Background: an optimization exercise with open tools, aiming at small area and a short achievable clock period. Do not read the settings as production practice. Only simulation tests tie the RTL to the original design; equivalence was not proved. Power and IR drop assume default switching activity.

<file path="flow/config.mk">
export PLATFORM = sky130hd
export DESIGN_NAME = data_mem_responder
export DESIGN_NICKNAME = data_mem_responder
export VERILOG_FILES = /design/flow/design.v
export SDC_FILE = /design/flow/constraint.sdc
export NUM_CORES = 4
export LEC_CHECK = 0
export CAP_MARGIN = 20
export CORE_MARGIN = 2
export CORE_UTILIZATION = 40
export CTS_CLUSTER_DIAMETER = 100
export CTS_CLUSTER_SIZE = 30
export SETUP_SLACK_MARGIN = 2.3
export SLEW_MARGIN = 20
</file>
<file path="flow/constraint.sdc">
create_clock -name core_clock -period 4.5 [get_ports {clk}]
set_input_delay 0.9000 -clock core_clock [delete_from_list [all_inputs] [get_ports {clk}]]
set_output_delay 0.9000 -clock core_clock [all_outputs]
set_load 0.01 [all_outputs]
</file>
<file path="flow/design.v">
package data_mem_responder_pkg;
   localparam int ADDR_W_DEF = 6;
   localparam int DATA_W_DEF = 32;
   localparam int TAP_STEP   = 3;
endpackage
import data_mem_responder_pkg::*;
module data_mem_responder_array #(
   parameter int ADDR_W = ADDR_W_DEF,
   parameter int DATA_W = DATA_W_DEF
) (
   input  logic                   clk,
   input  logic [2**ADDR_W-1:0]   we_i,     
   input  logic [2**ADDR_W-1:0]   hold_i,   
   input  logic [DATA_W-1:0]      wdata_i,
   input  logic [2**ADDR_W/2-1:0] rsel_i,   
   input  logic                   rinv_i,   
   output logic [DATA_W-1:0]      rdata_o
);
   localparam int N = 2**ADDR_W;
   logic [DATA_W-1:0] slot_q [N];
   logic [DATA_W-1:0] rd_pos, rd_neg;
   function automatic logic inverted(input int s);
      inverted = ((s / TAP_STEP + 1) % 2) == 1;
   endfunction
   for (genvar s = 0; s < N; s++) begin : g_slot
      if (s % TAP_STEP == 0) begin : g_tap
         logic [DATA_W-1:0] wd;
         assign wd = inverted(s) ? wdata_i : ~wdata_i;
         always_ff @(posedge clk)
            slot_q[s] <= ~(({DATA_W{we_i[s]}} & wd) | ({DATA_W{hold_i[s]}} & slot_q[(s + N - 1) % N]));
      end else begin : g_pass
         always_ff @(posedge clk)
            slot_q[s] <= slot_q[(s + N - 1) % N];
      end
   end
   always_comb begin
      rd_pos = '0;
      rd_neg = '0;
      for (int k = 0; k < N/2; k++)
         if (inverted(2*k)) rd_neg = rd_neg | (slot_q[2*k] & {DATA_W{rsel_i[k]}});
         else               rd_pos = rd_pos | (slot_q[2*k] & {DATA_W{rsel_i[k]}});
   end
   assign rdata_o = rd_pos | ({DATA_W{rinv_i}} & ~rd_neg);
endmodule
import data_mem_responder_pkg::*;
module data_mem_responder #(
   parameter int ADDR_W      = ADDR_W_DEF,
   parameter int DATA_W      = DATA_W_DEF,
   parameter int WAIT_CYCLES = 2
) (
   input  logic                 clk,
   input  logic                 rst,
   input  logic                 req,
   input  logic                 we,
   input  logic [ADDR_W+1:0]    addr,
   input  logic [DATA_W-1:0]    wdata,
   output logic [DATA_W-1:0]    rdata,
   output logic                 ack,
   output logic                 err,
   output logic                 busy
);
   localparam int N = 2**ADDR_W;
   logic              busy_q, w1_q, ack_q, err_q;
   logic              we_q, mis_q;
   logic              st_q;        
   logic              pend_q;      
   logic [ADDR_W-1:0] phase_q, pos_q, pos_d;
   logic [ADDR_W-1:0] posn_q;          
   logic [ADDR_W-1:0] hpos_q, hpos_d;  
   logic              ld_ring_q, ld_buf_q;  
   logic              g_ring, g_buf, g_hold;
   logic [N-1:0]      hit, nhit;
   logic              anyhit;
   logic [N/2-1:0]    rsel_q, rsel_d;  
   logic              rinv_q, rinv_d;
   logic [DATA_W-1:0] buf_q;
   logic [DATA_W-1:0] rdata_q, ring_rdata;
   logic              accept, done, wr;
   function automatic logic inverted(input int s);
      inverted = ((s / TAP_STEP + 1) % 2) == 1;
   endfunction
   function automatic logic [N-1:0] rinv_table(input int n);
      logic [N-1:0] t;
      for (int s = 0; s < n; s++) t[s] = (s % 2 == 0) && (((s / TAP_STEP + 1) % 2) == 1);
      rinv_table = t;
   endfunction
   localparam logic [N-1:0] RINV = rinv_table(N);
   assign accept = req & ~busy_q;
   assign done   = req & rst & w1_q;                  
   assign wr     = (done & st_q) | pend_q;            
   assign g_ring = done & ld_ring_q;
   assign g_buf  = done & ld_buf_q;
   assign g_hold = ~done | (we_q & ~mis_q);
   data_mem_responder_array #(.ADDR_W(ADDR_W), .DATA_W(DATA_W)) u_array (
      .clk     (clk),
      .we_i    (hit & {N{wr}}),
      .hold_i  (nhit | {N{~wr}}),
      .wdata_i (buf_q),
      .rsel_i  (rsel_q),
      .rinv_i  (rinv_q),
      .rdata_o (ring_rdata)
   );
   assign pos_d  = accept ? (addr[ADDR_W+1:2] + phase_q) : (pos_q + 1'b1);
   assign hpos_d = accept ? (addr[ADDR_W+1:2] + (phase_q + 1'b1)) : (pos_q + 2'd2);
   always_comb begin
      anyhit = 1'b0;
      for (int s = 0; s < N; s++) begin
         hit[s]  = (s % TAP_STEP == 0) && (hpos_q == ADDR_W'(s));
         nhit[s] = !((s % TAP_STEP == 0) && (~posn_q == ADDR_W'(s - 1)));
         anyhit  = anyhit | hit[s];
      end
      for (int k = 0; k < N/2; k++)
         rsel_d[k] = (pos_d == ADDR_W'(2*k));
      rinv_d = RINV[pos_d];
   end
   always_ff @(posedge clk) begin
      phase_q  <= phase_q + 1'b1;
      pos_q    <= pos_d;
      posn_q   <= ~pos_d;
      hpos_q   <= hpos_d;
      ld_ring_q <= ~mis_q & ~we_q & pos_q[0];
      ld_buf_q  <= ~mis_q & ~we_q & ~pos_q[0];
      rsel_q   <= rsel_d;
      rinv_q   <= rinv_d;
      pend_q   <= wr & ~anyhit;
      if (accept) begin
         we_q  <= we;
         mis_q <= (addr[1:0] != 2'b00);
         buf_q <= wdata;
      end else if (!we_q) begin
         buf_q <= ring_rdata;
      end
   end
   always_ff @(posedge clk) begin
      if (!rst) begin
         busy_q  <= 1'b0;
         w1_q    <= 1'b0;
         ack_q   <= 1'b0;
         st_q    <= 1'b0;
         err_q   <= 1'b0;
         rdata_q <= '0;
      end else begin
         busy_q <= req;
         w1_q   <= req & busy_q & ~w1_q & ~ack_q;
         ack_q  <= req & (w1_q | ack_q);
         st_q   <= req & (accept ? (we & (addr[1:0] == 2'b00)) : (st_q & ~w1_q & ~ack_q));
         rdata_q <= ({DATA_W{g_ring}} & ring_rdata) | ({DATA_W{g_buf}} & buf_q) |
                    ({DATA_W{g_hold}} & rdata_q);
         if (done) begin
            err_q <= mis_q;
         end else if (ack_q && !req) begin
            err_q <= 1'b0;
         end
      end
   end
   assign ack   = ack_q;
   assign busy  = busy_q;
   assign err   = err_q;
   assign rdata = rdata_q;
endmodule
</file>
<file path="flow/run.sh">
#!/bin/bash
# synth_recipe.tcl (not shown) runs the flow's synth.tcl, then flattens the netlist and writes it again
# the make line also repeats each setting of config.mk as NAME=value (left out here)
make -C /OpenROAD-flow-scripts/flow DESIGN_CONFIG=/design/flow/config.mk WORK_HOME=/design/flow/orfs CLKGATE_MAP_FILE= SYNTH_SCRIPT=/design/flow/synth_recipe.tcl finish
</file>
==> summary.txt, run 1 <==
- The flow ran to the end and the layout has no timing, DRC or antenna violations.
- The number of endpoints with negative hold slack in the final report came to 0.
- After filler insertion, the fill cell instance count of the layout stands at 13000.
- The worst setup path is of the input pin to flip-flop kind.
- The worst hold path was traced through 0 stages.
- The clock sink count is ~2200.
- The via-per-instance ratio is a little under 6.
- CTS built an H-tree with a depth of 3.
- The critical path depth in cells is 8.
- The relative area change from synthesis to final layout is 13.0%.
- Setup violations remaining at the end of the flow were counted as 0.
- During synthesis, Yosys emitted a total of 3 warnings.
- The fraction of synthesis flops using an asynchronous set or reset pin is 0.
- For this run, the detailed router's first-pass iteration total came to 8.
- The clock latency on the worst-skew pair is between 700 and 800 ps.
- The top flip-flop cell by instance count after synthesis is dfxtp_1.
- Of the total synthesized cell area, the portion taken by AND, OR, NAND and NOR gates is 0.0599.
- The synthesized netlist occupies a cell area of about 0.06 mm2.
- The cell at the slowest stage of the critical path is clkdlybuf4s50_1.
- Counting along the longest clock path gives a buffer depth of 3.
- The floorplan step defined a die boundary enclosing 0.150 mm2.
- The combined area of the multi-input logic cells is around 0.014 mm2.
- Clock tree synthesis inserted a total of between 80 and 90 buffers.
- For this design the ratio of total power to cell area is 482 mW/mm2.
- The clock-pin slew on the worst setup and hold paths is 110 ps.
- The portion of synthesized area spent on multiplexers is 0.000341.
- The post-placement worst setup slack is ~700 ps.
- The worst-case setup margin in the final layout is between 2000 and 2500 ps.
- Summed over all layers, the routed wires come to around 210000 um.
- STA classifies the critical path endpoint as a flip-flop.
- The clock arrives with 27.2 ps of skew.
- At the end of the flow, the number of nets in the layout was roughly 4800.
- The worst setup path is launched from an input pin.
- CTS placed an instance of clkbuf_16 at the clock tree root.
- By area, the combinational part of the netlist is dominated by compound AO/OA/AOI/OAI gates.
- The xor and xnor area share after synthesis is 0.00328.
- The total global-route track usage is 0.275.
- The final route contains 39700 vias.
- The first global-routing pass estimated 291000 um of wire.
- Yosys mapped the design onto 66 distinct sky130hd cell types.
- The I/O pin count is 79.
- The number of buffers added on ports is 78.
- For this run the aggregate overflow at the end of global routing stands at 0.
- The commonest cells after synthesis are dfxtp_1, a22oi_1, nor2_1.
- Together, buffers and inverters on the worst path number 2.
- Setup repair after global routing could not meet its margin everywhere.
- The largest driver fanout on the critical path is 4.
- The final cycle utilization of the critical path is 0.501.
- VDD sags by at most around 0.00029 V.
- The floorplan has between 100 and 150 rows.
- The maximum number of pins on one net before global-route repair is 45.
- The HPWL after detailed placement is 125000 um.
- Synthesis inferred 2178 register bits.
- The area of the placeable core is roughly 0.15 mm2.
- In the final layout, the share of cells above drive strength 1 is 0.122.
- For this run, design rule violations remaining after detail routing come to 0.
- The average size of a mapped cell is between 10 and 15 um2.
- For this block, the initial DRC count from the detailed router was 5397.
- Of the total synthesized cell area, the portion taken by full adders, half adders and majority gates is 0.00346.
- By area the synthesized netlist is led by dfxtp_1, a22oi_1, a21oi_1, nor2_1, clkbuf_1.
- The count of nets left with antenna violations once routing finished came out at 0.
- The part of the Yosys area used for sequential elements is 0.749.
- For this design the static power due to leakage is 27.4 nW.
- In this run the horizontal extent of the chip is 387 um.
- The leading area contributor after synthesis is dfxtp_1.
- The via count of the first global-routing pass is 37500.
- The compound-gate portion of the synthesized area was 0.161.
- Counting every instance in the synthesized netlist gives 4712.
- In this design, the largest share of critical-path delay is due to compound AO/OA/AOI/OAI gates.
- The initial cell density of the core is 0.403.
- The count of cells in the finished layout, fillers not included, comes to 6731.
- The congestion estimate from routability-driven global placement came to 0.868.
- The number of slew-limit violations in the final report is 0.
- The dominant cell by count in the synthesized netlist is dfxtp_1.
- The number of maximum-capacitance constraint violations is 0.
- The slew at the pin closest to its max-slew limit is 1120 ps.
- The most prevalent standard cell on the critical path is a2111oi_4.
- STA puts the critical path data required time at 5130 ps.
- TritonCTS built the clock tree.
- The number of flops mapped to enable cells by yosys is 34.
- The final total power is 32.0 mW.
- The share of synthesized area in the top cell type comes to 0.732.
- In the final layout, flip-flops and latches occupy 0.0441 mm2.
- The vertical die dimension is 387 um.
- The placed instance count is 6513.
- The max-slew headroom at the worst pin is 0.252.
- The largest single stage delay on the critical path is ~440 ps.
- Traced cell by cell, the critical path runs through clkdlybuf4s50_1 > xor2_2 > or4_4 > o21ai_4 > buf_4 > o21ai_2 > a2111oi_4 > a2111oi_4.
- Measured in cells, the most critical reg-to-reg path has a length of 8.
- The number of nets in the synthesized netlist is 4771.
- In the final timing run, aggregate negative setup slack is 0 ps.
- The maximum frequency from static timing analysis is 0.443 GHz.
- The initial antenna violation count is 13.
- Data arrives at the worst endpoint at roughly 2900 ps.
- The smallest clock period supported by the final layout is computed as 2260 ps.
- In the final routed layout, each cell accounts on average for 31.9 um.
- The type of the tightest min-delay check is flip-flop to flip-flop.
## what timing repair did
action	in CTS	in global routing
endpoints found under the setup margin	869	275
gates cloned	2	2
pin swaps	18	14
gates resized for setup	318	55
setup buffers	48	51
hold buffers	0	0
## logic make-up (layout without fill, tap and decap cells)
| logic type | after synthesis | count (layout) |
|---|---|---|
| and+or+nand+nor | 796 | 798 |
| AOI/OAI and AO/OA | 1358 | 1358 |
| xor gates and xnor gates | 22 | 22 |
| other | 0 | 2 |
| muxes | 2 | 2 |
| buffers and inverters | 341 | 439 |
| adders and majority gates | 15 | 15 |
| DFF | 2178 | 2178 |
## worst reg2reg max path, stage by stage, from the launching register on
cell       delay, ps
dfxtp_2          360
ha_4             180
fa_2             420
nand3_2          110
a211o_1          120
o211a_1          280
inv_2            120
xnor2_1          180
a2111oi_4        360
## routing by layer
layer  wire (um)  share of wire  global-route usage  up-vias
li1            -              -                   -    16900
met1       88200           0.41               0.378    20100
met2       96100           0.45               0.427     2346
met3       21100          0.099              0.0526      470
met4        8910          0.042               0.107        2
met5          14       0.000065                   0        -
## placed cells by master, fill, tap and decap left out, types with 5 or more instances in the layout
| cell type | instances |
|---|---|
| dfxtp_1 | 2071 |
| a22oi_1 | 640 |
| nor2_1 | 427 |
| a21oi_1 | 390 |
| buf_4 | 173 |
| a22o_1 | 96 |
| a221oi_1 | 91 |
| clkbuf_16 | 88 |
| nand2_1 | 82 |
| nand3_1 | 75 |
| buf_12 | 41 |
| dfxtp_2 | 40 |
| and2_1 | 38 |
| nand4_1 | 37 |
| o21ai_0 | 37 |
| clkdlybuf4s50_1 | 36 |
| nor3_1 | 35 |
| edfxtp_1 | 34 |
| dfxtp_4 | 33 |
| a222oi_1 | 32 |
| buf_2 | 31 |
| buf_6 | 20 |
| clkbuf_1 | 17 |
| a31oi_1 | 16 |
| nand3_4 | 15 |
| nand3_2 | 14 |
| xnor2_1 | 14 |
| a31oi_2 | 13 |
| ha_1 | 8 |
| nor2_2 | 7 |
| nor2_4 | 6 |
| nor3_4 | 6 |
| nand2_2 | 6 |
| inv_2 | 6 |
| a31oi_4 | 5 |
| a221oi_2 | 5 |
| inv_1 | 5 |
| xor2_1 | 5 |
| ha_4 | 5 |
## flip-flops by register name, indices dropped and copies added (netlist names)
name            cells
we_q                1
ack_q               1
mis_q               1
err_q               1
u_array.slot_q   2048
busy_q              1
buf_q              32
st_q                1
pos_q               6
posn_q              5
rsel_q             32
phase_q             6
w1_q                1
hpos_q              6
ld_buf_q            1
rinv_q              1
ld_ring_q           1
rdata_q            32
pend_q              1
## stage by stage
step | utilization | hold WS (ps) | area, um2
floorplan | - | 310 | 59000
global placement | 0.428 | 309 | 62300
detailed placement | 0.428 | 312 | 62300
CTS | 0.450 | 316 | 65500
global route | 0.455 | 323 | 66300
finish | 0.455 | 317 | 66300
## power breakdown
group	switching (mW)	internal [mW]	leakage, nW
combinational	1.29	0.811	8.14
clock	5.82	3.56	1.14
sequential	0.977	19.5	18.1
## cell type report
type                            instances  share of cell area
Multi-Input combinational cell       2195               0.217
Antenna cell                            2           0.0000755
Sequential cell                      2178               0.665
Clock inverter                         10             0.00160
Timing Repair Buffer                  314              0.0460
Tap cell                             1917              0.0362
Clock buffer                          103              0.0334
Inverter                               12            0.000755
## worst paths after layout
| check | from | slack [ps] | to |
|---|---|---|---|
| setup / recovery | addr[7] | 2240 | rinv_q$_DFF_P_ |
| hold / removal | u_array.slot_q[15][6]$_DFF_P_ | 320 | u_array.slot_q[16][6]$_DFF_P_ |
| setup reg to reg | phase_q[0]$_DFF_P_ | 2270 | rinv_q$_DFF_P_ |
| hold reg to reg | u_array.slot_q[15][6]$_DFF_P_ | 320 | u_array.slot_q[16][6]$_DFF_P_ |
==> run 2: changes to the inputs <==
--- a/flow/config.mk
+++ b/flow/config.mk
@@ -9,6 +9,6 @@
 export CORE_MARGIN = 2
 export CORE_UTILIZATION = 40
 export CTS_CLUSTER_DIAMETER = 100
-export CTS_CLUSTER_SIZE = 30
-export SETUP_SLACK_MARGIN = 2.3
+export CTS_CLUSTER_SIZE = 24
+export SETUP_SLACK_MARGIN = 2.5
 export SLEW_MARGIN = 20
==> run 2 against run 1 <==
Compared with the run above:
- still clean on timing, DRC and antenna
- sequential power about the same
- highest routed layer unchanged
- critical path type is now flip-flop to output port
- die area unchanged
- critical path depth decreased by 7
==> summary.txt, run 2 <==
- The leading area contributor after synthesis is dfxtp_1.
- Yosys mapped a number of flops with a built-in enable equal to 34.
- Once routing completed, OpenROAD measured the worst setup slack at 2300 ps.
- The library cell used most frequently in the layout, excluding fill and tap cells, is dfxtp_1.
- The initial detailed-routing violation count is approximately 6800.
- The post-detailed-routing wire length is 239000 um.
- In this run the static leakage power is around 29 nW.
- The type of the worst setup path is flip-flop to output port.
- The count of warnings emitted by yosys is 3.
- The run finished with no timing, DRC or antenna violations.
- The die is 387 um wide.
- The via count of the first global-routing pass came to between 30000 and 40000.
- Ranked by flip-flop count, first place goes to u_array.slot_q.
- STA classifies the critical path endpoint as an output port.
- The largest driver fanout on the critical path is 2.
- Sorting the synthesized cells by area gives the leading types as dfxtp_1, a22oi_1, a21oi_1, nor2_1, clkbuf_1.
- The source of the worst hold timing path is u_array.slot_q[31][19]$_DFF_P_.
- STA puts the critical path data arrival time at 1300 ps.
- The I/O pin count is 79.
- The number of slew-limit violations in the final report is 0.
- The post-layout minimum cycle time is 2200 ps.
- The post-synthesis cell count is 4712.
- The number of maximum-capacitance constraint violations is 0.
- Adding up every negative setup slack in the final design gives 0 ps.
- Setup repair after global routing could not meet its margin everywhere.
- The via-per-instance ratio is 6.13.
- Data on the critical path is required at its endpoint by 3600 ps.
- Measured against its own limit, the worst slew margin works out to 0.233.
- The register area is 0.0442 mm2.
- The final non-filler cell area is 0.0707 mm2.
- Summing internal, switching and leakage power gives 33.3 mW.
- Traced cell by cell, the critical path runs through buf_6.
- The row count is 140.
- The clock-pin slew on the worst setup and hold paths is 100 ps.
- The share of the Yosys chip area taken by registers is 0.749.
- The slowest stage of the critical path belongs to the cell dfxtp_4.
- The worst hold slack across all endpoints is 319 ps.
- The TritonCTS clock tree is done.
- The end-of-flow core utilization is 0.486.
- The detailed-router iteration count before antenna repair is 6.
- The source of the worst register-to-register timing path is phase_q[1]$_DFF_P_.
- For this configuration, the core starts out at a cell density of 0.403.
- In this run, distinct cell masters in the synthesized netlist total 66.
- After the last flow step, the layout net total stands at about 5000.
- Summing all multi-input logic gate instances after layout gives 0.0158 mm2.
- The remaining antenna violation count after routing is 0.
- Leaving out fill and tap cells, the most frequent cells in the layout are dfxtp_1, a22oi_1, nor2_1.
- After synthesis the netlist holds a flip-flop and latch count of 2178.
- After detailed routing, the average wire length per cell comes to roughly 35 um.
- The vertical die dimension is 387 um.
- Derived from the worst setup path, the maximum achievable clock frequency is 0.455 GHz.
- Synthesis produced a netlist with a net count of 4771.
- TritonCTS created between 100 and 150 clock buffers.
- Prior to clock tree synthesis, the placed netlist has a worst setup slack of 739 ps.
- The cell class contributing the biggest share of worst-path delay is flip-flops.
- The fraction of synthesis flops using an asynchronous set or reset pin is 0.
- The maximum number of buffers from clock root to sink is 3.
- The area of the placeable core is 0.146 mm2.
- The power per standard cell area is 471 mW/mm2.
- The share of layout cells above drive strength 1 is 0.197.
- The routability-driven placement congestion ratio is 0.867.
- The total congestion overflow after global routing is 0.
- In the routed design, unresolved DRC markers number 0.
- Entering global routing, the biggest net connects 38 pins.
- Counting both buffers and inverters, the worst setup path holds a total of 1.
- Among all cell types in the netlist, the one instantiated most often is dfxtp_1.
- On the final layout, the worst clock skew is approximately 32 ps.
- The count of buffers added on input and output ports is 78.
- The floorplan step defined a die boundary enclosing roughly 0.15 mm2.
- The routed layout has 42200 vias.
- Once placement finished, the instance area stood at 0.0627 mm2.
- Across every metal layer, demand over resource in global routing totals 0.297.
- At the pin with the least slew margin, the transition time is about 1200 ps.
- The register with the most flip-flops in the layout has 2048 of them.
- The worst setup path startpoint is rdata_q[1]$_SDFF_PN0_.
- In the finished design, the share of the clock period the worst path needs comes to 0.488.
- The HPWL after detailed placement is 122000 um.
- Summing every instance area after synthesis gives 0.0587 mm2.
- The wire length of the first global-routing pass is 312000 um.
- The initial antenna violation count came to 11.
- In this run, placement finished with an instance count of approximately 6500.
- The area share of the largest cell type after synthesis is 0.732.
- The count of non-filler cells in the finished layout is 6888.
- The clock sink count is 2178.
- The average size of a mapped cell is 12.4 um2.
- The tree is rooted in a clkbuf_16.
- The number of endpoints with negative hold slack in the final report is 0.
- The final setup violation count is 0.
- The clock reaches the later pin of the worst-skew pair after 740 ps.
- The CTS H-tree depth is 3.
- The min-delay analysis places its worst path in the category flip-flop to flip-flop.
- The commonest cells after synthesis are dfxtp_1, a22oi_1, nor2_1.
- STA classifies the critical path startpoint as a flip-flop.
- The relative area change from synthesis to final layout is 20.5%.
- The delay of the slowest cell on the worst path is 430 ps.
- Fill cells in the final layout number approximately 13000.
- The top flip-flop cell by instance count after synthesis is dfxtp_1.
- Across the VDD grid, the largest voltage drop is 0.000372 V.
-- run 2: cell counts after synthesis --
Identical to the previous run, type by type.
-- run 2: area by class of cell --
class                      instances  share of cell area
timing repair buffer             446              0.0786
inverter                          12            0.000743
antenna                           10            0.000354
sequential                      2178               0.625
clock inverter                     6             0.00120
multi-input combinational       2198               0.223
tap                             1917              0.0339
clock buffer                     121              0.0376
-- run 2: metal layers --
metal	routed length, um	global-route usage	part of all wire
met4	14900	0.153	0.062
met2	101000	0.440	0.42
met5	98	0	0.00041
met3	29400	0.0737	0.12
met1	93200	0.402	0.39
-- run 2: cells by family (layout without fill, tap and decap cells) --
logic type,after synthesis,in the layout,share of synthesized area
xor+xnor,22,22,0.00329
mux,2,2,0.000341
other cells,0,10,0
compound gates,1358,1358,0.161
fa+ha+maj,15,15,0.00346
flops,2178,2178,0.749
simple gates,796,801,0.0599
buf+inv,341,585,0.0227
-- run 2: path summary, 6_finish.rpt --
check / endpoint / slack (ps) / cells after the start
setup / recovery: rdata[1] / 2300 / 1
hold / removal: u_array.slot_q[32][19]$_DFF_P_ / 320 / 0
setup reg to reg: rinv_q$_DFF_P_ / 2310 / 9
hold reg to reg: u_array.slot_q[32][19]$_DFF_P_ / 320 / 0
-- run 2: power by group --
group / switching (mW) / internal, mW / leakage, nW
logic: 1.63 / 1.02 / 9.41
registers: 0.952 / 19.5 / 18.1
clock network: 5.99 / 4.20 / 1.34
-- run 2: what timing repair did --
item | in CTS | in global routing
pin swaps | 32 | 38
gates cloned | 20 | 15
hold buffers | 0 | 0
setup endpoints to repair | 875 | 547
setup buffers | 160 | 59
gates resized for setup | 498 | 195
==> run 3: changes to the inputs <==
--- a/flow/config.mk
+++ b/flow/config.mk
@@ -10,5 +10,5 @@
 export CORE_UTILIZATION = 40
 export CTS_CLUSTER_DIAMETER = 100
 export CTS_CLUSTER_SIZE = 24
-export SETUP_SLACK_MARGIN = 2.5
+export SETUP_SLACK_MARGIN = 2.45
 export SLEW_MARGIN = 20
==> run 3 against run 2 <==
Compared with the run above:
- sequential share of layout area increased by 2.1 points
- sequential cell count unchanged
- sequential power hardly changed
- critical path depth is 7 higher
- final cell count fell by 1.6%
- still clean
- count of clock-buffer cells in the layout unchanged
- largest cell class unchanged
- wire length is 6.0% lower
- combinational power is 9.8% lower
- via count fell by 3.7%
==> summary.txt, run 3 <==
- The detailed-routing wirelength on met1 is between 80000 and 90000 um.
- In this run the worst hold path is classified as flip-flop to flip-flop.
- The detailed-router iteration count before antenna repair is 6.
- The maximum frequency from static timing analysis is 0.456 GHz.
- The number of fillers in the final layout is 12700.
- The total global-route track usage is 0.287.
- No sink is reached through more buffers than the 3 on the longest clock path.
- The area of the placeable core is approximately 0.15 mm2.
- The post-layout minimum cycle time is 2190 ps.
- Summed over all nets, the half-perimeter wirelength after detailed placement is roughly 120000 um.
- The count of distinct cell types in the synthesized netlist is 66.
- The final-layout setup total negative slack is 0 ps.
- The type of the worst setup path is flip-flop to flip-flop.
- The number of flops mapped to enable cells by yosys is 34.
- Using the TritonRoute via totals, the vias-per-cell ratio works out to 6.00.
- The share of synthesized cell area in and, or, nand and nor gates is 0.0599.
- Of the post-synthesis cell area, the dominant cell type holds 0.732.
- The tree is rooted in a clkbuf_16.
- The synthesized netlist net count is 4771.
- The static power due to leakage is 27.9 nW.
- In the final layout, the share of cells above drive strength 1 is 0.163.
- The worst register-to-register path begins at busy_q$_SDFF_PN0_.
- The multiplexer share of the synthesized area is 0.000341.
- The internal reg-to-reg setup slack is 2310 ps.
- The top layer used by detailed routing is met5.
- The die area is between 0.1 and 0.15 mm2.
- The CTS H-tree depth is 3.
- The top flip-flop cell by instance count after synthesis is dfxtp_1.
- The average wire length per cell after detail routing is 33.1 um.
- The number of flip-flops in the largest register is about 2000.
- The post-detailed-routing wire length is approximately 220000 um.
- The finished layout holds between 6000 and 7000 standard cells, fillers aside.
- The power per standard cell area is a little under 500 mW/mm2.
- By instance count, the leading cell after synthesis is dfxtp_1.
- The maximum number of pins on one net before global-route repair is 44.
- The routed via count is roughly 41000.
- Clock tree synthesis inserted a total of 101 buffers.
- The vertical die dimension is roughly 390 um.
- The initial detailed-routing violation count is between 6000 and 7000.
- Of all nets on the critical path, the largest fanout is 5.
- The leading area contributor after synthesis is dfxtp_1.
- The synthesized design contains 2178 register bits.
- Port buffering added approximately 80 buffers.
- The placed instance count is 6501.
- The clock latency on the worst-skew pair is 740 ps.
- STA classifies the critical path startpoint as a flip-flop.
- For this design the top-level I/O count stands at 79.
- The hold-critical path endpoint is u_array.slot_q[52][24]$_DFF_P_.
- The slew at the pin closest to its max-slew limit is 1080 ps.
- The clock sink count is 2178.
- The tool flagged a number of max-cap violations equal to 0.
- Measured along the x axis, the die boundary spans 387 um.
- After synthesis the cells add up to 0.0587 mm2.
- Of the total synthesized cell area, the portion taken by full adders, half adders and majority gates is 0.00346.
- Of the synthesized area, sequential elements account for 0.749.
- Of the total synthesized cell area, the portion taken by XOR and XNOR cells is 0.00328.
- The wire length of the first global-routing pass is between 300000 and 400000 um.
- The TritonCTS clock tree is done.
- u_array.slot_q holds more flip-flops than any other register.
- The endpoint of the lowest-slack register-to-register path is rinv_q$_DFF_P_.
- Counting instances in the post-synthesis netlist gives the leading cell types as dfxtp_1, a22oi_1, nor2_1.
- Leaving out fill and tap cells, the most frequent cells in the layout are dfxtp_1, a22oi_1, nor2_1.
- The compound-gate portion of the synthesized area is 0.161.
- The startpoint identified for the worst hold timing path is u_array.slot_q[51][24]$_DFF_P_.
- The number of endpoints with negative hold slack in the final report is 0.
- The number of slew-limit violations in the final report came to 0.
- The total met3 wirelength after detailed routing is 23600 um.
- The fraction of synthesis flops using an asynchronous set or reset pin is 0.
- Setup repair after global routing could not meet its margin everywhere.
- Ranked by total cell area, the synthesized netlist is headed by dfxtp_1, a22oi_1, a21oi_1, nor2_1, clkbuf_1.
- In the finished design, the share of the clock period the worst path needs comes to 0.487.
- The clock-pin slew on the worst setup and hold paths is 100 ps.
- The worst register-to-register path has a depth of 8.
- The final routed DRC violation total is 0.
- The peak supply drop is 0.000327 V.
- The final layout contains a little under 5000 nets.
- Measured against its own limit, the worst slew margin works out to 0.283.
- From synthesis to final layout, the design area changed by 16.5%.
- The initial antenna violation count is 6.
- The via count of the first global-routing pass is roughly 39000.
- Averaged over all synthesized cells, the footprint is around 12 um2.
- The row count is 140.
- For this run the aggregate overflow at the end of global routing stands at 0.
- The data required time at the worst endpoint is just over 5000 ps.
- STA classifies the critical path endpoint as a flip-flop.
- The initial utilization of the core area, before any placement, comes to 0.403.
- The commonest non-fill, non-tap cell in the layout is dfxtp_1.
- At the end of routability-driven placement, the weighted congestion stood at 0.851.
- The largest family of logic cells by synthesized area is compound AO/OA/AOI/OAI gates.
- The arrival time at the worst endpoint is 2780 ps.
- The count of nets left with antenna violations once routing finished came out at 0.
- The flow ran to the end and the layout has no timing, DRC or antenna violations.
- The depth of the worst hold-timing path is 0.
- Yosys printed 3 warnings.
- For the final database, setup skew stands at 42.8 ps.
- The length of routed met2 wiring is between 90000 and 100000 um.
- The final setup violation count is 0.
- The post-synthesis cell count is 4712.
## run 3: cell counts after synthesis
Identical to the previous run, type by type.
## run 3: cells by family (layout without fill, tap and decap cells)
group | Yosys count | count (layout)
buffers and inverters | 341 | 476
adder cells (fa/ha/maj) | 15 | 15
AND/OR/NAND/NOR | 796 | 802
flip-flops | 2178 | 2178
XOR/XNOR | 22 | 22
other | 0 | 6
multiplexers | 2 | 2
AO/OA/AOI/OAI | 1358 | 1358
## run 3: critical path, stage by stage (launching register included)
cell	delay, ps
dfxtp_2	340
buf_4	130
nand2b_4	170
or4_4	500
o21ai_4	230
buf_4	160
o21ai_2	80
a2111oi_4	380
a2111oi_4	50
## run 3: worst max-delay path by stage
stage	startpoint	end	slack [ps]	depth (start not counted)
global route	phase_q[0]$_DFF_P_	rinv_q$_DFF_P_	2260	9
global placement	req	u_array.slot_q[27][16]$_DFF_P_	800	7
floorplan	addr[4]	rinv_q$_DFF_P_	1930	7
CTS	hpos_q[0]$_DFF_P_	u_array.slot_q[6][17]$_DFF_P_	2300	7
finish	busy_q$_SDFF_PN0_	rinv_q$_DFF_P_	2310	8
detailed placement	req	u_array.slot_q[27][14]$_DFF_P_	770	7
## run 3: where the power goes
group / switching (mW) / internal [mW] / leakage (nW) / total, mW
clock: 5.98 / 4.31 / 1.36 / 10.3
sequential: 0.922 / 19.5 / 18.1 / 20.4
combinational: 1.48 / 0.905 / 8.50 / 2.39
total: 8.38 / 24.7 / 27.9 / 33.1
## run 3: per-layer routing
layer,global-route usage,vias up
met3,0.0581,638
li1,-,17000
met2,0.441,2671
met4,0.145,6
met5,0,-
met1,0.383,20400
## run 3: timing repair
action                     4_1_cts  5_1_grt
cloned                          10        3
pin swaps                       23       22
hold buffers                     0        0
setup buffers                  110       20
hold endpoints to repair         0        0
resized for setup              411      103
setup endpoints to repair      873      499
## run 3: layout make-up
class,count,area (um2),share of cell area
flip-flops and latches,2178,44100,0.646
multi-input cells,2199,15200,0.222
repair buffers,338,3760,0.0550
clock buffers,121,2690,0.0393
well taps,1917,2400,0.0351
clock inverters,5,105,0.00154
inverters,12,50.0,0.000732
diodes,6,15.0,0.000220
## run 3: metrics by stage
stage / instance area [um2] / total power, mW / utilization / hold slack (ps) / setup slack [ps]
2_1_floorplan: 59900 / 21.6 / - / 310 / 1930
3_3_place_gp: 62700 / 22.6 / 0.430 / 310 / 800
3_5_place_dp: 62700 / 22.6 / 0.431 / 312 / 769
4_1_cts: 67700 / 32.9 / 0.465 / 324 / 2300
5_1_grt: 68300 / 33.9 / 0.469 / 328 / 2260
6_report: 68300 / 33.1 / 0.470 / 318 / 2310
==> run 4: changes to the inputs <==
--- a/flow/config.mk
+++ b/flow/config.mk
@@ -10,5 +10,5 @@
 export CORE_UTILIZATION = 40
 export CTS_CLUSTER_DIAMETER = 100
 export CTS_CLUSTER_SIZE = 24
-export SETUP_SLACK_MARGIN = 2.45
+export SETUP_SLACK_MARGIN = 2.35
 export SLEW_MARGIN = 20
==> run 4 against run 3 <==
Compared with the run above:
- final cell count is essentially flat
- core utilization down 0.47 points
- via count is essentially flat
- critical path type is now flip-flop to output port
- global-route usage is 0.056 points lower
- largest cell class unchanged
==> summary.txt, run 4 <==
- The mapped netlist covers 0.0587 mm2.
- The largest family of logic cells by synthesized area is compound AO/OA/AOI/OAI gates.
- The vertical die dimension is 387 um.
- TritonCTS built the clock tree.
- The first detailed-routing pass took 8 iterations.
- In the final routed layout, each cell accounts on average for 33.3 um.
- The final cycle utilization of the critical path is 0.493.
- Detailed routing inserted a total of just over 40000 vias.
- The total area inside the core boundary comes to 0.146 mm2.
- The relative area change from synthesis to final layout is 15.3%.
- Leaving out fill and tap cells, the most frequent cell in the layout is dfxtp_1.
- The later pin in the worst-skew pair is clocked with a latency of 760 ps.
- The floorplan step defined a die boundary enclosing 0.150 mm2.
- The initial detailed-routing violation count is 5780.
- Routability-driven placement finished with a final weighted congestion of 0.863.
- The cell sitting at the root of the clock tree is a clkbuf_16.
- After detailed routing, the total wire length is approximately 230000 um.
- At the pin with the least slew margin, the transition time is 1110 ps.
- The x dimension of the die is just under 400 um.
- After routing, the total negative slack on setup checks comes to 0 ps.
- In the layout the commonest cells are dfxtp_1, a22oi_1, nor2_1.
- In the final layout, the share of cells above drive strength 1 is 0.137.
- The portion of total power attributed to sequential cells is 0.618.
- The I/O pin count is approximately 80.
- The synthesized design contains 34 enable-type register cells.
- For this run, the leading register cell type out of synthesis is dfxtp_1.
- The largest single stage delay on the critical path is between 400 and 500 ps.
- The H-tree was split into 3 levels.
- The kind of end point of the critical path is an output port.
- Of the total power, the share spent switching nets is 0.254.
- After synthesis, the share of flip-flops with an asynchronous set or reset is 0.
- Counting every net in the synthesized netlist gives 4771.
- After synthesis the netlist holds a flip-flop and latch count of 2178.
- The number of flip-flops in the largest register is around 2000.
- The clock-pin slew on the worst setup and hold paths is 100 ps.
- The share of synthesized cell area in and, or, nand and nor gates is 0.0599.
- The initial antenna violation count was 8.
- Setup repair after global routing could not meet its margin everywhere.
- IR analysis of the VDD net gives a maximum drop of 0.000338 V.
- The finished cells cover 0.0677 mm2.
- The row count is 140.
- The number of nets in the finished design is 4886.
- The total global-route track usage is 0.286.
- The arrival time at the worst endpoint is ~1300 ps.
- Setup violations remaining at the end of the flow were counted as 0.
- More flip-flops sit in one register than any other, and that register is u_array.slot_q.
- The maximum number of buffers from clock root to sink is 3.
- The part of the Yosys area used for sequential elements is 0.749.
- In the synthesized netlist, the number of instances is 4712.
- Walking the worst path, the cells encountered are buf_6.
- The share of power burned in combinational logic is 0.069.
- Cell internal power was estimated by the tool at 24.7 mW.
- The count of nets left with antenna violations once routing finished came out at 0.
- In the routed design, unresolved DRC markers number 0.
- On the critical path, the stage with the largest delay is an instance of dfxtp_4.
- Each instance of the synthesized netlist takes up on average 12.4 um2.
- Of the total synthesized cell area, the portion taken by full adders, half adders and majority gates is 0.00346.
- The critical path in this run is classified as flip-flop to output port.
- The count of distinct cell types in the synthesized netlist is 66.
- The via count of the first global-routing pass is 38000.
- The cell family contributing the most delay on the critical path is flip-flops.
- The HPWL after detailed placement is 121000 um.
- The leading area contributor after synthesis is dfxtp_1.
- The largest clock skew in the final design is 36.0 ps.
- The tree built by TritonCTS fans out to 2178 sinks.
- By area the synthesized netlist is led by dfxtp_1, a22oi_1, a21oi_1, nor2_1, clkbuf_1.
- The power per standard cell area is 490 mW/mm2.
- Of the total power, the clock network draws 0.314.
- The maximum frequency from static timing analysis is 0.450 GHz.
- The analysis attributes to cell leakage a power of about 28 nW.
- The max-slew headroom at the worst pin is 0.259.
- Input and output buffers added on the ports amount to 78.
- After layout, the minimum clock period comes to 2220 ps.
- The compound-gate portion of the synthesized area is 0.161.
- The number of endpoints with negative hold slack in the final report is 0.
- The run finished with no timing, DRC or antenna violations.
- Data on the critical path is required at its endpoint by approximately 3600 ps.
- The maximum number of pins on one net before global-route repair is 44.
- dfxtp_1 is the most common cell in the netlist.
- For this design the total switching power over the nets is roughly 8.4 mW.
- The initial cell density of the core is 0.403.
- Measured against the total synthesized area, the mux share comes to 0.000341.
- The via-per-instance ratio is around 6.
- The number of hold buffers added after CTS was 0.
- The area share of the largest cell type after synthesis is 0.732.
- The CTS buffer count is 102.
- The largest driver fanout on the critical path is 2.
- Together, buffers and inverters on the worst path number 1.
- The wire length of the first global-routing pass is 302000 um.
- The count of warnings emitted by yosys is 3.
- The worst setup path is launched from a flip-flop.
- The number of slew-limit violations in the final report came to 0.
- For this run the aggregate overflow at the end of global routing stands at 0.
- The placed instance area is 0.0622 mm2.
- The tightest min-delay check is of the flip-flop to flip-flop type.
- The xor and xnor area share after synthesis is 0.00328.
- Across the run, the number of max-cap violations was 0.
- In the synthesized netlist, the cells that appear most often are dfxtp_1, a22oi_1, nor2_1.
## run 4: layout make-up
cell class                      count  area, um2
Tap cell                         1917       2400
Multi-Input combinational cell   2200      14700
Clock buffer                      121       2730
Inverter                           12       50.0
Clock inverter                      7        119
Antenna cell                        7       17.5
Sequential cell                  2178      44100
Fill cell                       12900      77900
Timing Repair Buffer              333       3490
## run 4: kinds of logic (layout without fill, tap and decap cells)
family,after synthesis,count (layout)
fa+ha+maj,15,15
other cells,0,7
compound gates,1358,1358
simple gates,796,803
buf+inv,341,473
xor+xnor,22,22
mux,2,2
flops,2178,2178
## run 4: per-stage QoR
stage	std cells	worst slack [ps]	hold slack [ps]	utilization	total power, mW
2_1_floorplan	4712	1930	310	-	21.6
3_3_place_gp	6502	817	310	0.427	22.6
3_5_place_dp	6502	761	312	0.427	22.6
4_1_cts	6720	2170	308	0.459	32.9
5_1_grt	6768	2200	327	0.465	34.0
6_report	6775	2280	317	0.465	33.2
## run 4: per-layer routing
metal  wire (um)  track usage  vias up
met5         195            0        -
met4       12100        0.130       10
met2       99600        0.445     2781
met3       24700       0.0590      616
li1            -            -    17000
met1       88700        0.384    20300
## run 4: path summary, 6_finish.rpt
kind / startpoint / end / slack, ps / cells after the start
max: err_q$_SDFFE_PN0P_ / err / 2280 / 1
min: u_array.slot_q[9][31]$_DFF_P_ / u_array.slot_q[10][31]$_DFF_P_ / 320 / 0
max reg2reg: rsel_q[4]$_DFF_P_ / rdata_q[15]$_SDFF_PN0_ / 2310 / 8
min reg2reg: u_array.slot_q[9][31]$_DFF_P_ / u_array.slot_q[10][31]$_DFF_P_ / 320 / 0
## run 4: worst register-to-register path, cell delays in order (launching register included)
cell     delay [ps]
dfxtp_4         550
buf_12          290
buf_4           300
a22oi_1         130
nand4_1         110
nor3_1           50
a31oi_1         300
o21ai_0         160
and2_1          190
## run 4: timing repair
| action | in CTS | in global routing |
|---|---|---|
| gates cloned | 8 | 2 |
| resized for setup | 403 | 78 |
| setup buffers | 82 | 46 |
| endpoints found under the setup margin | 865 | 414 |
| pin swaps | 26 | 12 |
## run 4: power by group through the flow
stage | combinational, mW | clock [mW] | sequential [mW]
3_5_place_dp | 1.66 | 0 | 21.0
5_1_grt | 2.37 | 11.1 | 20.5
2_1_floorplan | 1.47 | 0 | 20.1
4_1_cts | 2.03 | 10.4 | 20.5
6_report | 2.28 | 10.4 | 20.5
3_3_place_gp | 1.65 | 0 | 21.0
==> run 5: changes to the inputs <==
--- a/flow/config.mk
+++ b/flow/config.mk
@@ -10,5 +10,5 @@
 export CORE_UTILIZATION = 40
 export CTS_CLUSTER_DIAMETER = 100
 export CTS_CLUSTER_SIZE = 24
-export SETUP_SLACK_MARGIN = 2.35
+export SETUP_SLACK_MARGIN = 2.3
 export SLEW_MARGIN = 20
==> run 5 against run 4 <==
Compared with the run above:
- sequential power is essentially flat
- clock power hardly changed
- clock skew rose by 0.61 ps
- critical path type is now flip-flop to flip-flop
==> summary.txt, run 5 <==
- The relative area change from synthesis to final layout is 13.7%.
- The worst pin sits at a relative slew slack of 0.241.
- After detailed routing, the average wire length per cell comes to 31.9 um.
- After detailed routing, the number of remaining DRC violations is 0.
- The finished cells cover around 0.067 mm2.
- Of the total synthesized cell area, the portion taken by XOR and XNOR cells is 0.00328.
- Setup violations remaining at the end of the flow were counted as 0.
- The final-layout setup total negative slack is 0 ps.
- The nature of the critical path startpoint is a flip-flop.
- The number of maximum-capacitance constraint violations is 0.
- The average size of a mapped cell is around 12 um2.
- Setup repair after global routing could not meet its margin everywhere.
- The number of cells on the worst reg-to-reg path is 7.
- Entering global routing, the biggest net connects 45 pins.
- During synthesis, Yosys emitted a total of 3 warnings.
- The via count of the first global-routing pass came to 37900.
- The TritonCTS clock tree is done.
- In the final layout, the share of cells above drive strength 1 is 0.122.
- The path with the worst hold slack has its endpoint at u_array.slot_q[10][9]$_DFF_P_.
- The wire length of the first global-routing pass is 293000 um.
- The via-per-instance ratio is 5.92.
- VDD sags by at most 0.000303 V.
- The floorplan has 140 rows.
- The register area is approximately 0.044 mm2.
- The number of endpoints with negative hold slack in the final report is 0.
- After detailed placement, the total cell area comes to approximately 0.062 mm2.
- The top cell types in the final layout, fill and taps aside, are dfxtp_1, a22oi_1, nor2_1.
- The initial detailed-routing violation count is 5532.
- The largest clock skew in the final design is 36.6 ps.
- Once detail routing completed, the nets flagged for antenna violations numbered 0.
- The number of slew-limit violations in the final report is 0.
- The commonest non-fill, non-tap cell in the layout is dfxtp_1.
- The type of the tightest min-delay check is flip-flop to flip-flop.
- The dominant cell by count in the synthesized netlist is dfxtp_1.
- Sorting the synthesized cells by area gives the leading types as dfxtp_1, a22oi_1, a21oi_1, nor2_1, clkbuf_1.
- In this run, synthesis inferred 34 flip-flops with an integrated enable.
- The initial antenna violation count is 11.
- The static power due to leakage is 27.5 nW.
- The type of the worst setup path is flip-flop to flip-flop.
- The power per standard cell area is between 400 and 500 mW/mm2.
- The die area is between 0.1 and 0.15 mm2.
- The routed via count is 39900.
- Synthesis handed over a netlist of approximately 4700 instances.
- The largest family of logic cells by synthesized area is compound AO/OA/AOI/OAI gates.
- The post-layout minimum cycle time is 2260 ps.
- The floorplan step set the die width to 387 um.
- For this run, the register share of the synthesized area comes to 0.749.
- Fill cells in the final layout number between 10000 and 15000.
- Counting the buffers created by CTS gives 102.
- The number of flip-flops and latches in the synthesized netlist is 2178.
- The synthesized netlist net count is 4771.
- The endpoint of the lowest-slack register-to-register path is rdata_q[3]$_SDFF_PN0_.
- The source of the worst register-to-register timing path is rsel_q[8]$_DFF_P_.
- The adder-cell area share of the yosys netlist is 0.00346.
- Of the total synthesized cell area, the portion taken by AND, OR, NAND and NOR gates is 0.0599.
- Clock-pin slew was measured on the worst setup and hold paths at roughly 90 ps.
- In this run the tool buffered the top-level ports with 78 buffer cells.
- The top flip-flop cell by instance count after synthesis is dfxtp_1.
- The startpoint identified for the worst hold timing path is u_array.slot_q[9][9]$_DFF_P_.
- The CTS H-tree depth is 3.
- The commonest cells after synthesis are dfxtp_1, a22oi_1, nor2_1.
- The count of distinct cell types in the synthesized netlist is 66.
- The run finished with no timing, DRC or antenna violations.
- The clock net in this run drives a total of 2178 sinks.
- The most flop-heavy register is u_array.slot_q.
- Summed over all instances, the cell type with the most area after synthesis is dfxtp_1.
- The slew at the pin closest to its max-slew limit is ~1100 ps.
- The setup check on the worst reg-to-reg path leaves a slack of 2240 ps.
- The clock latency on the worst-skew pair is 770 ps.
- The post-detailed-routing wire length is 215000 um.
- The register with the most flip-flops in the layout has 2048 of them.
- The compound-gate portion of the synthesized area came to 0.161.
- Across every metal layer, demand over resource in global routing totals 0.276.
- The routability-driven placement congestion ratio is 0.868.
- The fraction of synthesis flops using an asynchronous set or reset pin is 0.
- For this run, the detailed router's first-pass iteration total came to 6.
- The initial cell density of the core is 0.403.
- The data required time at the worst endpoint is 5160 ps.
- On the final layout, the worst hold slack is between 300 and 400 ps.
- For the worst setup path, the data arrival time is 2920 ps.
- The multiplexer share of the synthesized area is 0.000341.
- The vertical die dimension is 387 um.
- The HPWL after detailed placement is ~120000 um.
- The combined area of the multi-input logic cells is approximately 0.014 mm2.
- The longest clock path from root to sink contains 3 buffers.
- The net count of the finished layout is 4843.
- The final cycle utilization of the critical path is 0.502.
- Summed over all layers, the global routing overflow is 0.
- The worst hold path passes through 0 cells.
- 79 I/O pins were placed.
- The area share of the largest cell type after synthesis is 0.732.
- Hold repair after CTS inserted 0 buffers.
- The worst setup path is captured at a flip-flop.
- The largest driver fanout on the critical path is 23.
- The area of the placeable core is 0.146 mm2.
- The clock root buffer is clkbuf_16.
- The mapped netlist covers 0.0587 mm2.
- The maximum frequency from static timing analysis is 0.443 GHz.
## run 5: cell families (layout without fill, tap and decap cells)
logic type      after synthesis  after routing
compound gates             1358           1358
xor+xnor                     22             22
fa+ha+maj                    15             15
buf+inv                     341            441
flops                      2178           2178
mux                           2              2
other cells                   0              6
simple gates                796            798
## run 5: per-stage QoR
| step | util | setup slack (ps) | cells | power [mW] |
|---|---|---|---|---|
| after global placement | 0.428 | 818 | 6513 | 22.6 |
| after detailed placement | 0.428 | 715 | 6513 | 22.6 |
| after global routing | 0.458 | 2190 | 6731 | 33.7 |
| after CTS | 0.454 | 2280 | 6701 | 32.7 |
| after floorplan | - | 1930 | 4712 | 21.6 |
| final | 0.458 | 2240 | 6737 | 32.9 |
## run 5: worst max path at each step
| stage | startpoint | end | slack (ps) |
|---|---|---|---|
| 3_5_place_dp | req | u_array.slot_q[39][24]$_DFF_P_ | 710 |
| 6_report | rsel_q[8]$_DFF_P_ | rdata_q[3]$_SDFF_PN0_ | 2240 |
| 2_1_floorplan | addr[4] | rinv_q$_DFF_P_ | 1930 |
| 4_1_cts | rdata_q[11]$_SDFF_PN0_ | rdata[11] | 2280 |
| 5_1_grt | phase_q[0]$_DFF_P_ | rinv_q$_DFF_P_ | 2190 |
| 3_3_place_gp | req | u_array.slot_q[54][3]$_DFF_P_ | 820 |
## run 5: metal layers
metal	GRT usage	part of all wire	wire length (um)
met5	0	0	0
met1	0.376	0.41	87400
met2	0.427	0.45	95900
met3	0.0537	0.10	22000
met4	0.120	0.044	9540
## run 5: worst max-delay path, stage by stage, from the launching register on
cell and delay [ps]:
dfxtp_2 480, buf_12 270, a22o_1 240, a221oi_1 320
nand3_1 160, a31oi_2 330, o21ai_0 140, and2_1 170
## run 5: final cells by class
class,count,share of cell area
well taps,1917,0.0360
flip-flops and latches,2178,0.662
repair buffers,295,0.0437
diodes,6,0.000225
multi-input cells,2195,0.216
inverters,12,0.000751
clock buffers,127,0.0403
clock inverters,7,0.00171
## run 5: power by group
part / leakage, nW / switching (mW) / internal [mW]
sequential: 18.1 / 0.995 / 19.5
combinational: 8.05 / 1.29 / 0.830
clock: 1.36 / 5.99 / 4.25
## run 5: repair_timing
action                                  CTS  global route
gates cloned                              2             2
gates resized for setup                 307            72
endpoints found under the setup margin  869           261
setup buffers                            52            28
pin swaps                                17            12
==> run 6: changes to the inputs <==
--- a/flow/config.mk
+++ b/flow/config.mk
@@ -10,5 +10,6 @@
 export CORE_UTILIZATION = 40
 export CTS_CLUSTER_DIAMETER = 100
 export CTS_CLUSTER_SIZE = 24
-export SETUP_SLACK_MARGIN = 2.3
+export PLACE_DENSITY = 0.75
+export SETUP_SLACK_MARGIN = 2.4
 export SLEW_MARGIN = 20
==> run 6 against run 5 <==
Compared with the run above:
- die area unchanged
- clock power about the same
- final cell count up 0.76%
- worst setup slack worse by 18 ps
- power up 0.20%
- wire length up 0.44%
- highest routed layer is now met5
==> summary.txt, run 6 <==
- The library cell used most frequently in the layout, excluding fill and tap cells, is dfxtp_1.
- The nature of the critical path startpoint is a flip-flop.
- For flop-to-flop paths, the worst setup slack is 2220 ps.
- The source of the worst register-to-register timing path is rsel_q[11]$_DFF_P_.
- In this run the worst path has a maximum fanout of 32.
- The total congestion overflow after global routing is 0.
- The final setup violation count is 0.
- The flow ran to the end and the layout has no timing, DRC or antenna violations.
- The routed design has between 200000 and 250000 um of wire.
- The tool flagged a number of max-cap violations equal to 0.
- For this design, the CTS-stage hold fixing added 0 buffers.
- The final routed DRC violation total is 0.
- The endpoint of the lowest-slack register-to-register path is rdata_q[1]$_SDFF_PN0_.
- Of the total power, combinational logic draws 0.072.
- The floorplan step defined a core boundary enclosing 0.146 mm2.
- Yosys printed 3 warnings.
- The maximum frequency from static timing analysis is 0.440 GHz.
- The highest layer touched by signal routing is met5.
- Of the synthesized area, sequential elements account for 0.749.
- The cell at the slowest stage of the critical path is a31oi_1.
- The clock-pin slew on the worst setup and hold paths is 100 ps.
- Port buffering added 78 buffers.
- Of the available clock period, the critical path in the final layout requires 0.506.
- The endpoint of the worst setup timing path is rdata_q[1]$_SDFF_PN0_.
- TritonCTS built the clock tree.
- The number of flip-flops and latches in the synthesized netlist is 2178.
- The CTS H-tree depth is 3.
- Ranked by flip-flop count, first place goes to u_array.slot_q.
- The first detailed-routing pass ran for 7 iterations.
- In this run the core area contains 140 standard-cell rows.
- The initial antenna violation count is 8.
- The count of nets left with antenna violations once routing finished came out at 0.
- The static power due to leakage is 27.9 nW.
- The portion of total power attributed to sequential cells is 0.623.
- The area share of the largest cell type after synthesis is 0.732.
- The number of slew-limit violations in the final report is 0.
- The number of cells on the worst reg-to-reg path is 7.
- The average wire length per cell after detail routing is approximately 32 um.
- Cell internal power was estimated by the tool at 24.5 mW.
- Setup repair after global routing could not meet its margin everywhere.
- The via-per-instance ratio is 6.21.
- The worst setup path startpoint is rsel_q[11]$_DFF_P_.
- The mapped cell area is 0.0587 mm2.
- The critical path goes through buf_6 > a22o_1 > a221oi_1 > nand3_1 > a31oi_1 > o21ai_1 > and2_1.
- The die is 387 um wide.
- Of the total power, the clock network draws 0.305.
- Across the routed clock network, the largest skew measured is 36.9 ps.
- Detailed routing placed a total of 32600 um of wire on met3.
- The total global-route track usage is 0.269.
- CTS saw 2178 sinks.
- The number of fillers in the final layout is between 10000 and 15000.
- The area growth from synthesis to layout is 15.8%.
- After the first detailed-routing iteration, the DRC count stood at 7174.
- For the worst-skew pair, the clock arrives at the later sink with an insertion delay of 740 ps.
- The via count of the first global-routing pass is between 30000 and 40000.
- In this run the mean area of a mapped cell was around 12 um2.
- The count of distinct cell types in the synthesized netlist is 66.
- The maximum number of buffers from clock root to sink is 3.
- The initial utilization of the core area, before any placement, comes to 0.403.
- Among all flip-flop cells after synthesis, the most frequent one is dfxtp_1.
- Of the cells placed in the final design, the portion with a size suffix greater than 1 is 0.142.
- The congestion estimate from routability-driven global placement came to 0.912.
- The length of routed met2 wiring is 90300 um.
- The CTS buffer count is 101.
- The number of nets in the finished design is 4895.
- The number of endpoints with negative hold slack in the final report is 0.
- In this run the power density over the cells is 485 mW/mm2.
- Subtracting the final worst setup slack from the clock period gives 2280 ps.
- The first global-routing pass estimated 291000 um of wire.
- In this run the cell area measured after placement is 0.0621 mm2.
- The synthesized netlist net count is 4771.
- In the layout the commonest cells are dfxtp_1, a22oi_1, nor2_1.
- The HPWL after detailed placement is 119000 um.
- The detailed-routing wirelength on met1 is 77500 um.
- At the worst endpoint, the required time is 5140 ps.
- Counting flops with a built-in enable in the synthesized netlist gives 34.
- The maximum number of pins on one net before global-route repair is 42.
- The leading area contributor after synthesis is dfxtp_1.
- The final-layout setup total negative slack is 0 ps.
- The die covers 0.150 mm2.
- For this design the top-level I/O count stands at 79.
- The delay of the slowest cell on the worst path is 440 ps.
- Measured along the y axis, the die boundary spans 387 um.
- The arrival time at the worst endpoint is 2910 ps.
- The register with the most flip-flops in the layout has 2048 of them.
- The tree is rooted in a clkbuf_16.
- The cell count after synthesis came out at 4712.
- The fraction of synthesis flops using an asynchronous set or reset pin is 0.
- After routing the design area is 0.0679 mm2.
- Hold timing on the final database bottoms out at a slack of between 300 and 400 ps.
- Ranked by instance count, the synthesized netlist is headed by dfxtp_1, a22oi_1, nor2_1.
- The routed via count is 42200.
- The dominant cell by count in the synthesized netlist is dfxtp_1.
- The worst setup path is of the flip-flop to flip-flop kind.
- In this run the tightest slew margin relative to its limit is 0.223.
- The end-of-flow core utilization is 0.467.
- The worst setup path is captured at a flip-flop.
- For the pin with the worst max-slew slack, the measured transition is 1170 ps.
- The path class of the tightest hold or removal check is flip-flop to flip-flop.
- The switching share of total power is 0.255.
- VDD sags by at most 0.000320 V.
- Ranked by total cell area, the synthesized netlist is headed by dfxtp_1, a22oi_1, a21oi_1, nor2_1, clkbuf_1.
- The switching component of the power is 8.39 mW.
==> run 6: worst min-delay path by stage <==
stage	start	end	slack [ps]	depth (start not counted)
floorplan	u_array.slot_q[9][0]$_DFF_P_	u_array.slot_q[10][0]$_DFF_P_	310	0
global placement	u_array.slot_q[39][13]$_DFF_P_	u_array.slot_q[40][13]$_DFF_P_	310	0
detailed placement	u_array.slot_q[13][8]$_DFF_P_	u_array.slot_q[14][8]$_DFF_P_	310	0
CTS	u_array.slot_q[3][10]$_DFF_P_	u_array.slot_q[4][10]$_DFF_P_	310	0
global route	u_array.slot_q[3][10]$_DFF_P_	u_array.slot_q[4][10]$_DFF_P_	320	0
finish	u_array.slot_q[3][10]$_DFF_P_	u_array.slot_q[4][10]$_DFF_P_	320	0
==> run 6: logic make-up after synthesis <==
family,after synthesis,synth area share
compound gates,1358,0.161
xor+xnor,22,0.00329
fa+ha+maj,15,0.00346
buf+inv,341,0.0227
flops,2178,0.749
mux,2,0.000341
simple gates,796,0.0599
==> run 6: metrics by stage <==
step                power, mW  instances  worst slack, ps
finish                   32.9       6788             2220
global route             33.6       6778             2210
CTS                      32.4       6713             2220
detailed placement       22.6       6492              778
global placement         22.5       6492              843
floorplan                21.6       4712             1930
==> run 6: metal layers <==
| metal | track usage | up-vias |
|---|---|---|
| met5 | 0.00223 | - |
| met4 | 0.159 | 9 |
| li1 | - | 17000 |
| met1 | 0.345 | 20400 |
| met2 | 0.393 | 3809 |
| met3 | 0.0895 | 1001 |
==> run 6: area by class of cell <==
| class | count | area [um2] | share of cell area |
|---|---|---|---|
| Multi-Input combinational cell | 2194 | 14700 | 0.217 |
| Sequential cell | 2178 | 44200 | 0.650 |
| Clock inverter | 9 | 131 | 0.00193 |
| Clock buffer | 119 | 2590 | 0.0382 |
| Antenna cell | 10 | 25.0 | 0.000368 |
| Timing Repair Buffer | 349 | 3830 | 0.0564 |
| Inverter | 12 | 52.6 | 0.000774 |
| Tap cell | 1917 | 2400 | 0.0353 |
==> run 6: power groups by stage <==
stage | sequential [mW] | clock (mW) | combinational (mW)
after floorplan | 20.1 | 0 | 1.48
after global placement | 21.0 | 0 | 1.57
after detailed placement | 21.0 | 0 | 1.59
after CTS | 20.5 | 9.94 | 1.93
after global routing | 20.5 | 10.7 | 2.42
final | 20.5 | 10.1 | 2.36
==> run 6: worst max-delay path: cells and delay by family (launching register included) <==
kind / cells / cell delay [ps]
buffers and inverters: 1 / 210
flip-flops: 1 / 340
AO/OA/AOI/OAI: 4 / 1210
AND/OR/NAND/NOR: 2 / 300
==> run 6: timing repair <==
action,4_1_cts,5_1_grt
buffers inserted,89,61
cloned,4,4
endpoints found under the hold margin,0,0
resized for setup,425,123
pin swaps,32,41
endpoints found under the setup margin,873,457
==> run 7: changes to the inputs <==
--- a/flow/config.mk
+++ b/flow/config.mk
@@ -10,6 +10,6 @@
 export CORE_UTILIZATION = 40
 export CTS_CLUSTER_DIAMETER = 100
 export CTS_CLUSTER_SIZE = 24
-export PLACE_DENSITY = 0.75
+export PLACE_DENSITY = 0.5
 export SETUP_SLACK_MARGIN = 2.4
 export SLEW_MARGIN = 20
==> run 7 against run 6 <==
Compared with the run above:
- still clean
- clock skew shrank 4.7 ps
- synthesized cell count is the same
- core utilization grew 0.44 points
- power grew 1.4%
- critical path type is now flip-flop to output port
- highest routed layer unchanged
==> summary.txt, run 7 <==
- The run finished with no timing, DRC or antenna violations.
- The detail route stage leaves a number of antenna-violating nets equal to 0.
- The relative area change from synthesis to final layout is 16.9%.
- The number of flip-flops in the largest register is slightly above 2000.
- The top flip-flop cell by instance count after synthesis is dfxtp_1.
- The H-tree was split into 3 levels.
- The kind of cell with the highest combined delay along the critical path is flip-flops.
- Counting flops with a built-in enable in the synthesized netlist gives 34.
- For the pin with the worst max-slew slack, the measured transition is 1130 ps.
- The share of total power dissipated in the clock network is 0.312.
- After synthesis, the most frequently instantiated cells are dfxtp_1, a22oi_1, nor2_1.
- For this block, the initial DRC count from the detailed router was 5276.
- The arrival time at the worst endpoint is 1290 ps.
- The x dimension of the die is 387 um.
- The number of buffers added on ports is 78.
- Leaving out fill and tap cells, the most frequent cells in the layout are dfxtp_1, a22oi_1, nor2_1.
- The number of nets in the finished design is 4921.
- Of the cells placed in the final design, the portion with a size suffix greater than 1 is 0.148.
- In the final routed layout, each cell accounts on average for 35.2 um.
- The signal on the critical path passes through buf_6.
- The core region is 0.146 mm2.
- The internal power summed over all cells is 24.7 mW.
- Subtracting the final worst setup slack from the clock period gives 2190 ps.
- The register with the most flip-flops in the final layout is u_array.slot_q.
- The row count is 140.
- The detailed-router iteration count before antenna repair is 6.
- The total congestion overflow after global routing is 0.
- The share of power burned in combinational logic is 0.075.
- The nature of the critical path startpoint is a flip-flop.
- The largest clock skew in the final design is 32.3 ps.
- The xor and xnor area share after synthesis is 0.00328.
- For this design the ratio of total power to cell area is 487 mW/mm2.
- Counting every net in the synthesized netlist gives 4771.
- Entering global routing, the biggest net connects 45 pins.
- The post-placement worst setup slack is around 730 ps.
- Of the total synthesized cell area, the portion taken by AND, OR, NAND and NOR gates is 0.0599.
- Synthesis produced a netlist whose cell count is roughly 4700.
- The clock root buffer is clkbuf_16.
- For this run, the register share of the synthesized area comes to 0.749.
- The mapped cell area is 0.0587 mm2.
- The number of slew-limit violations in the final report came to 0.
- Setup repair after global routing could not meet its margin everywhere.
- The number of different library cells used by synthesis comes to 66.
- The placed instance count is 6501.
- The switching share of total power is 0.260.
- In the global route stage, overall resource usage came out at 0.310.
- The via count of the first global-routing pass was 37800.
- The kind of end point of the critical path is an output port.
- The static power due to leakage is 28.1 nW.
- The sum of buffers and inverters on the critical path is 1.
- The critical path in this run is classified as flip-flop to output port.
- The data required time at the worst endpoint is 3600 ps.
- The routed via count is 40200.
- The portion of total power attributed to sequential cells is 0.613.
- The compound-gate portion of the synthesized area is 0.161.
- The leading area contributor after synthesis is dfxtp_1.
- After detailed routing, the number of vias per cell comes to roughly 6.
- Counting flops with an async set or reset pin after synthesis yields a share of 0.
- The number of endpoints with negative hold slack in the final report is 0.
- The max-slew headroom at the worst pin is 0.247.
- The wire length of the first global-routing pass is 321000 um.
- The number of maximum-capacitance constraint violations is 0.
- The tightest min-delay check is of the flip-flop to flip-flop type.
- The final cycle utilization of the critical path is 0.487.
- The delay of the slowest cell on the worst path is 400 ps.
- The synthesized design contains 2178 register bits.
- The average size of a mapped cell is ~12 um2.
- The clock net in this run drives a total of ~2200 sinks.
- The count of warnings emitted by yosys is 3.
- In this run the vertical extent of the chip is approximately 390 um.
- Yosys attributes the largest share of cell area to dfxtp_1, a22oi_1, a21oi_1, nor2_1, clkbuf_1.
- 79 I/O pins were placed.
- The dominant cell by count in the synthesized netlist is dfxtp_1.
- The HPWL after detailed placement is 129000 um.
- TritonCTS built the clock tree.
- The clock latency on the worst-skew pair is 780 ps.
- Of the post-synthesis cell area, the dominant cell type holds 0.732.
- The initial antenna violation count is 9.
- Across all setup checks in the final design, the least slack found is 2310 ps.
- The maximum number of buffers from clock root to sink is 3.
- The commonest non-fill, non-tap cell in the layout is dfxtp_1.
- After detailed routing, the number of remaining DRC violations is 0.
- Clock tree synthesis inserted a total of 102 buffers.
- The final setup violation count is 0.
- At the end of routability-driven placement, the weighted congestion stood at between 0.8 and 0.9.
- For this run, the number of standard cells in the final layout without fillers is 6818.
- In this run the worst path has a maximum fanout of 2.
- The initial utilization of the core area, before any placement, comes to 0.403.
- The peak supply drop is 0.000338 V.
- Counting the fill cells in the layout gives 13000.
- For this run, the top clock speed supported by timing is 0.457 GHz.
- By area, the combinational part of the netlist is dominated by compound AO/OA/AOI/OAI gates.
- For the final routed database, the setup TNS stands at 0 ps.
- After synthesis, the share of cell area in mux cells is 0.000341.
- The floorplan step defined a die boundary enclosing roughly 0.15 mm2.
- After clock tree synthesis, the clock-pin slew on the worst setup and hold paths is 100 ps.
- The routed design has 240000 um of wire.
- Of the total synthesized cell area, the portion taken by full adders, half adders and majority gates is 0.00346.
- The analysis attributes to net switching a power of 8.70 mW.
- The cell at the slowest stage of the critical path is dfxtp_4.
-- run 7: final cells by class --
| class | count | area (um2) | area share |
|---|---|---|---|
| Antenna cell | 8 | 20.0 | 0.000292 |
| Clock buffer | 124 | 2680 | 0.0391 |
| Clock inverter | 11 | 156 | 0.00228 |
| Inverter | 12 | 52.6 | 0.000767 |
| Multi-Input combinational cell | 2203 | 14900 | 0.217 |
| Sequential cell | 2178 | 44100 | 0.644 |
| Tap cell | 1917 | 2400 | 0.0350 |
| Timing Repair Buffer | 365 | 4220 | 0.0616 |
-- run 7: logic make-up (layout without fill, tap and decap cells) --
| group | Yosys count | in the layout |
|---|---|---|
| DFF | 2178 | 2178 |
| AOI/OAI and AO/OA | 1358 | 1358 |
| and+or+nand+nor | 796 | 806 |
| buffers and inverters | 341 | 512 |
| xor gates and xnor gates | 22 | 22 |
| adders and majority gates | 15 | 15 |
| muxes | 2 | 2 |
| other | 0 | 8 |
-- run 7: power groups by stage --
| stage | Clock (mW) | Combinational, mW | Sequential, mW |
|---|---|---|---|
| final | 10.4 | 2.49 | 20.5 |
| after global routing | 11.2 | 2.58 | 20.5 |
| after CTS | 10.5 | 2.33 | 20.5 |
| after detailed placement | 0 | 1.74 | 21.0 |
| after global placement | 0 | 1.70 | 21.1 |
| after floorplan | 0 | 1.48 | 20.1 |
-- run 7: what timing repair did --
item | CTS | global route
endpoints found under the hold margin | 0 | 0
setup buffers | 137 | 19
setup endpoints to repair | 871 | 331
gates resized for setup | 406 | 97
hold buffers | 0 | 0
pin swaps | 42 | 20
cloned | 16 | 2
-- run 7: worst paths after layout --
check / start / to / slack (ps) / depth (start not counted)
setup / recovery: rdata_q[2]$_SDFF_PN0_ / rdata[2] / 2310 / 1
hold / removal: u_array.slot_q[39][8]$_DFF_P_ / u_array.slot_q[40][8]$_DFF_P_ / 310 / 0
hold reg to reg: u_array.slot_q[39][8]$_DFF_P_ / u_array.slot_q[40][8]$_DFF_P_ / 310 / 0
setup reg to reg: phase_q[0]$_DFF_P_ / rinv_q$_DFF_P_ / 2370 / 8
-- run 7: per-layer routing --
metal,part of all wire,track usage,vias up
met2,0.44,0.477,2099
met5,0.00028,0,-
met3,0.085,0.0536,483
met1,0.42,0.426,20500
met4,0.048,0.142,10
li1,-,-,17100
-- run 7: stage by stage --
stage	cell area (um2)	util	hold slack, ps	total power, mW
2_1_floorplan	59300	-	310	21.6
3_3_place_gp	62300	0.428	310	22.8
3_5_place_dp	62300	0.428	312	22.8
4_1_cts	67900	0.466	312	33.3
5_1_grt	68500	0.471	314	34.3
6_report	68600	0.471	313	33.4

## what the ideal ports hide
Ports are ideal in the flow. The routed layouts listed here were re-timed in OpenROAD.
Step 1, drivers: a clkbuf_16 drives clk and a buf_2 each remaining input, both assumed.
Step 2 moves the port delays by t, midway between the first and last clock arrival at a register: inputs arrive t later, outputs are due t later. That takes back most of the time a late clock gives input paths.
Three values: ideal ports, drivers, drivers and shift; two values: the first two.
| run | shift t [ns] | slack for setup (ns) | latest minus earliest clock arrival (ns) | worst data-port slew with drivers (ns) | cell pins on the clock port's net |
|---|---|---|---|---|---|
| run 1 | 0.825 | 2.244 / 2.245 / 1.481 | 0.045 / 0.044 | 0.05 | 1 |
| run 2 | 0.807 | 2.303 / 2.222 / 1.594 | 0.041 / 0.041 | 0.05 | 1 |
| run 3 | 0.797 | 2.308 / 2.262 / 1.599 | 0.044 / 0.043 | 0.05 | 1 |
| run 4 | 0.817 | 2.280 / 2.202 / 1.577 | 0.041 / 0.041 | 0.06 | 1 |
| run 5 | 0.830 | 2.243 / 2.239 / 1.508 | 0.041 / 0.042 | 0.05 | 1 |
| run 6 | 0.804 | 2.225 / 2.181 / 1.508 | 0.039 / 0.039 | 0.06 | 1 |
| run 7 | 0.841 | 2.310 / 2.224 / 1.585 | 0.043 / 0.042 | 0.06 | 1 |
After both steps every run listed still meets setup and hold. For run 1, which loses most, drivers alone change the setup slack by +0.001 ns; drivers and shift together by -0.763 ns.
